Source: an optimization exercise on an open RTL-to-GDS flow (aim: small area). Production flows keep margins and buffers that such runs may drop. Only simulation tests tie the RTL to the original design; equivalence was not proved. The clock port is modelled as an ideal driver, which makes a skipped or thinned clock tree look cheaper than it is; a real chip needs a root buffer or a tree. Power figures rest on the tool's default switching activity, not on a simulated workload.

## spiMemorySlave
module spiMemorySlave
#(
    parameter int waitTime = 3
) (
    input  logic clk,
    input  logic arstN,
    input  logic sclk,
    input  logic csN,
    input  logic mosi,
    output logic miso,
    output logic misoOe
);
Size: roughly 1300 cells after synthesis, roughly 1100 flip-flops, about 23000 um^2 of cells after synthesis.
Settings: LEC_CHECK=0, CAP_MARGIN=20, CORE_MARGIN=2, CORE_UTILIZATION=40, SLEW_MARGIN=20; clock period 8.0 ns.
standard.sh (not shown) runs the stock make flow with config.mk's settings and CLKGATE_MAP_FILE= SYNTH_SCRIPT=/design/flow/synth_recipe.tcl, a recipe that flattens the netlist after the stock synthesis.
==> flow/flow/run.sh <==
#!/bin/bash
# standard layout; the clock tree is built without dummy loads, then its
# last two buffer levels are swapped for inverters; the ports get buf_1 buffers
set -euo pipefail
here=$(pwd)
export CTS_ARGS="-sink_clustering_enable -repair_clock_nets -dont_use_dummy_load -buf_list sky130_fd_sc_hd__clkbuf_16 -sink_clustering_size 38 -sink_clustering_max_diameter 80 -root_buf sky130_fd_sc_hd__clkbuf_16 -tree_buf sky130_fd_sc_hd__clkbuf_8 -sink_clustering_buffer sky130_fd_sc_hd__clkbuf_16"
export BUFFER_PORTS_ARGS="-buffer_cell sky130_fd_sc_hd__buf_1"
export POST_CTS_TCL="$here/flow/clock_inverters.tcl"
bash standard.sh > standard_make.log 2>&1
==> flow/flow/clock_inverters.tcl <==
# After clock tree synthesis: turn the last two buffer levels of the clock
# tree into inverters (inverters drive more per area than buffers). Every
# flip-flop then sees two inversions, i.e. the clock with its own polarity.
set db [ord::get_db]
set block [ord::get_db_block]
set leaf_master [$db findMaster sky130_fd_sc_hd__inv_16]
set mid_master  [$db findMaster sky130_fd_sc_hd__inv_16]

proc clock_drivers_of { net } {
  # buffer instances driven by this net
  set res {}
  foreach it [$net getITerms] {
    if { [$it isOutputSignal] } { continue }
    set inst [$it getInst]
    if { [string match "*clkbuf*" [[$inst getMaster] getName]] } { lappend res $inst }
  }
  return $res
}

proc swap_to_inverter { block inst master } {
  set name [$inst getName]
  set in_net [[$inst findITerm A] getNet]
  set out_net [[$inst findITerm X] getNet]
  set loc [$inst getLocation]
  set orient [$inst getOrient]
  odb::dbInst_destroy $inst
  set new [odb::dbInst_create $block $master $name]
  $new setLocation [lindex $loc 0] [lindex $loc 1]
  $new setOrient $orient
  $new setPlacementStatus PLACED
  [$new findITerm A] connect $in_net
  [$new findITerm Y] connect $out_net
  return $new
}

# leaves: clock buffers whose output drives flip-flop clock pins only
set leaves {}
set mids {}
foreach inst [$block getInsts] {
  if { ![string match "*clkbuf*" [[$inst getMaster] getName]] } { continue }
  if { ![string match "clkbuf_leaf_*" [$inst getName]] } { continue }
  lappend leaves $inst
}
# the buffers that drive the leaves
foreach leaf $leaves {
  set drv [[[$leaf findITerm A] getNet] getFirstOutput]
  if { $drv == "NULL" } { error "leaf [$leaf getName] has no driver" }
  set d [$drv getInst]
  if { [lsearch -exact $mids $d] < 0 } { lappend mids $d }
}
# every leaf must hang directly under a mid buffer, and every mid buffer must
# drive leaves only, so each path has exactly two inversions
foreach m $mids {
  if { ![string match "*clkbuf*" [[$m getMaster] getName]] } { error "mid driver [$m getName] is not a clock buffer" }
  foreach it [[[$m findITerm X] getNet] getITerms] {
    if { [$it isOutputSignal] } { continue }
    if { ![string match "clkbuf_leaf_*" [[$it getInst] getName]] } { error "mid [$m getName] drives [[$it getInst] getName]" }
  }
}
puts "clock_inverters: [llength $leaves] leaves, [llength $mids] mid buffers"
foreach leaf $leaves { swap_to_inverter $block $leaf $leaf_master }
foreach m $mids { swap_to_inverter $block $m $mid_master }
set_propagated_clock [all_clocks]
estimate_parasitics -placement

# size each leaf inverter: the smallest whose estimated slew at its clock
# pins stays under the limit
set leaf_slew_limit 0.118
set leaf_sizes {inv_4 inv_6 inv_8 inv_12 inv_16 clkinv_16}

proc leaf_worst_slew { inst } {
  set net [[$inst findITerm Y] getNet]
  set worst 0
  foreach it [$net getITerms] {
    if { [$it isOutputSignal] } { continue }
    set p [get_pins "[[$it getInst] getName]/[[$it getMTerm] getName]"]
    set s [get_property $p slew_max]
    if { $s > $worst } { set worst $s }
  }
  return $worst
}

foreach inst [$block getInsts] {
  if { ![string match "clkbuf_leaf_*" [$inst getName]] } { continue }
  set name [$inst getName]
  set chosen ""
  foreach size $leaf_sizes {
    replace_cell $name sky130_fd_sc_hd__$size
    estimate_parasitics -placement
    set s [leaf_worst_slew $inst]
    if { $s <= $leaf_slew_limit } {
      set chosen $size
      break
    }
  }
  if { $chosen == "" } {
    set chosen [lindex $leaf_sizes end]
  }
  puts "clock_inverters: $name -> $chosen slew [format %.4f $s]"
}
report_check_types -max_slew -max_capacitance
Next try:
==> flow/flow/run.sh (replaced) <==
#!/bin/bash
# standard layout; the clock tree is built without dummy loads, then its
# last two buffer levels are swapped for inverters; the ports get buf_1 buffers
set -euo pipefail
here=$(pwd)
export CTS_ARGS="-sink_clustering_enable -repair_clock_nets -dont_use_dummy_load -buf_list sky130_fd_sc_hd__clkbuf_16 -sink_clustering_size 40 -sink_clustering_max_diameter 80 -root_buf sky130_fd_sc_hd__clkbuf_16 -tree_buf sky130_fd_sc_hd__clkbuf_8 -sink_clustering_buffer sky130_fd_sc_hd__clkbuf_16"
export BUFFER_PORTS_ARGS="-buffer_cell sky130_fd_sc_hd__buf_1"
export POST_CTS_TCL="$here/flow/clock_inverters.tcl"
bash standard.sh > standard_make.log 2>&1
Effect: The changed run passed the timing, DRC and antenna checks; sequential cell count stays the same; final area hardly moves; critical path depth is unchanged; worst setup slack stays flat; die area stays the same; area after synthesis does not change; maximum frequency barely changes; cell count stays flat.
Next try:
==> flow/flow/run.sh (replaced) <==
#!/bin/bash
# standard layout; the clock tree is built without dummy loads, then its
# last two buffer levels are swapped for inverters; the ports get buf_1 buffers
set -euo pipefail
here=$(pwd)
export CTS_ARGS="-sink_clustering_enable -repair_clock_nets -dont_use_dummy_load -buf_list sky130_fd_sc_hd__clkbuf_16 -sink_clustering_size 40 -sink_clustering_max_diameter 60 -root_buf sky130_fd_sc_hd__clkbuf_16 -tree_buf sky130_fd_sc_hd__clkbuf_8 -sink_clustering_buffer sky130_fd_sc_hd__clkbuf_16"
export BUFFER_PORTS_ARGS="-buffer_cell sky130_fd_sc_hd__buf_1"
export POST_CTS_TCL="$here/flow/clock_inverters.tcl"
bash standard.sh > standard_make.log 2>&1
The changed run finished clean.
Utilization barely changes.
Die area is unchanged.
Hold slack gets worse by 0.018 ns.
Worst setup slack improves by 0.011 ns.
Wire length hardly moves.
Power hardly moves.
Final area hardly moves.
Next try:
==> flow/flow/run.sh (replaced) <==
#!/bin/bash
# standard layout; the clock tree is built without dummy loads, then its
# last two buffer levels are swapped for inverters; the ports get buf_1 buffers
set -euo pipefail
here=$(pwd)
export CTS_ARGS="-sink_clustering_enable -repair_clock_nets -dont_use_dummy_load -buf_list sky130_fd_sc_hd__clkbuf_16 -sink_clustering_size 40 -sink_clustering_max_diameter 80 -root_buf sky130_fd_sc_hd__clkbuf_16 -tree_buf sky130_fd_sc_hd__clkbuf_8 -sink_clustering_buffer sky130_fd_sc_hd__clkbuf_16"
export BUFFER_PORTS_ARGS="-buffer_cell sky130_fd_sc_hd__buf_1"
export POST_CTS_TCL="$here/flow/clock_inverters.tcl"
bash standard.sh > standard_make.log 2>&1
--- a/flow/flow/clock_inverters.tcl
+++ b/flow/flow/clock_inverters.tcl
@@ -63,39 +63,3 @@
 set_propagated_clock [all_clocks]
 estimate_parasitics -placement
-
-# size each leaf inverter: the smallest whose estimated slew at its clock
-# pins stays under the limit
-set leaf_slew_limit 0.118
-set leaf_sizes {inv_4 inv_6 inv_8 inv_12 inv_16 clkinv_16}
-
-proc leaf_worst_slew { inst } {
-  set net [[$inst findITerm Y] getNet]
-  set worst 0
-  foreach it [$net getITerms] {
-    if { [$it isOutputSignal] } { continue }
-    set p [get_pins "[[$it getInst] getName]/[[$it getMTerm] getName]"]
-    set s [get_property $p slew_max]
-    if { $s > $worst } { set worst $s }
-  }
-  return $worst
-}
-
-foreach inst [$block getInsts] {
-  if { ![string match "clkbuf_leaf_*" [$inst getName]] } { continue }
-  set name [$inst getName]
-  set chosen ""
-  foreach size $leaf_sizes {
-    replace_cell $name sky130_fd_sc_hd__$size
-    estimate_parasitics -placement
-    set s [leaf_worst_slew $inst]
-    if { $s <= $leaf_slew_limit } {
-      set chosen $size
-      break
-    }
-  }
-  if { $chosen == "" } {
-    set chosen [lindex $leaf_sizes end]
-  }
-  puts "clock_inverters: $name -> $chosen slew [format %.4f $s]"
-}
 report_check_types -max_slew -max_capacitance
After rerunning: Design area is unchanged. Routed wire length hardly moves. Global-route usage stays flat. Area after synthesis does not change. Final cell count hardly moves.
No run of this note takes its clock network from TritonCTS; it comes from the design's own scripts or RTL.

[what the ideal ports hide]
The flow's constraints put no driver on any port. The routed layouts listed below were extracted and timed again, unchanged, in two steps. Step 1 (the two cells are an assumption about what drives the block):
set clk [get_ports {clk}]
set_driving_cell -lib_cell sky130_fd_sc_hd__clkbuf_16 $clk
set_driving_cell -lib_cell sky130_fd_sc_hd__buf_2 [delete_from_list [all_inputs] $clk]
Step 2 also shifts input and output timing later by t, the mid clock arrival at the registers, as if the neighbouring blocks saw the same clock. Slacks: ideal / step 1 / step 2; pairs: ideal / step 1.
| run | shift t [ns] | setup WS [ns] | worst setup path at the end | clock arrival spread, ns | worst register clock-pin slew, ns |
|---|---|---|---|---|---|
| the first run | 0.557 | 5.372 / 5.318 / 5.570 | register to register | 0.076 / 0.076 | 0.12 / 0.12 |
| the second run | 0.575 | 5.373 / 5.319 / 5.578 | register to register | 0.052 / 0.053 | 0.12 / 0.12 |
| the third run | 0.569 | 5.383 / 5.330 / 5.570 | register to register | 0.061 / 0.061 | 0.12 / 0.12 |
| the fourth run | 0.570 | 5.374 / 5.321 / 5.545 | register to register | 0.066 / 0.067 | 0.12 / 0.12 |
After both steps every run listed still meets setup and hold.
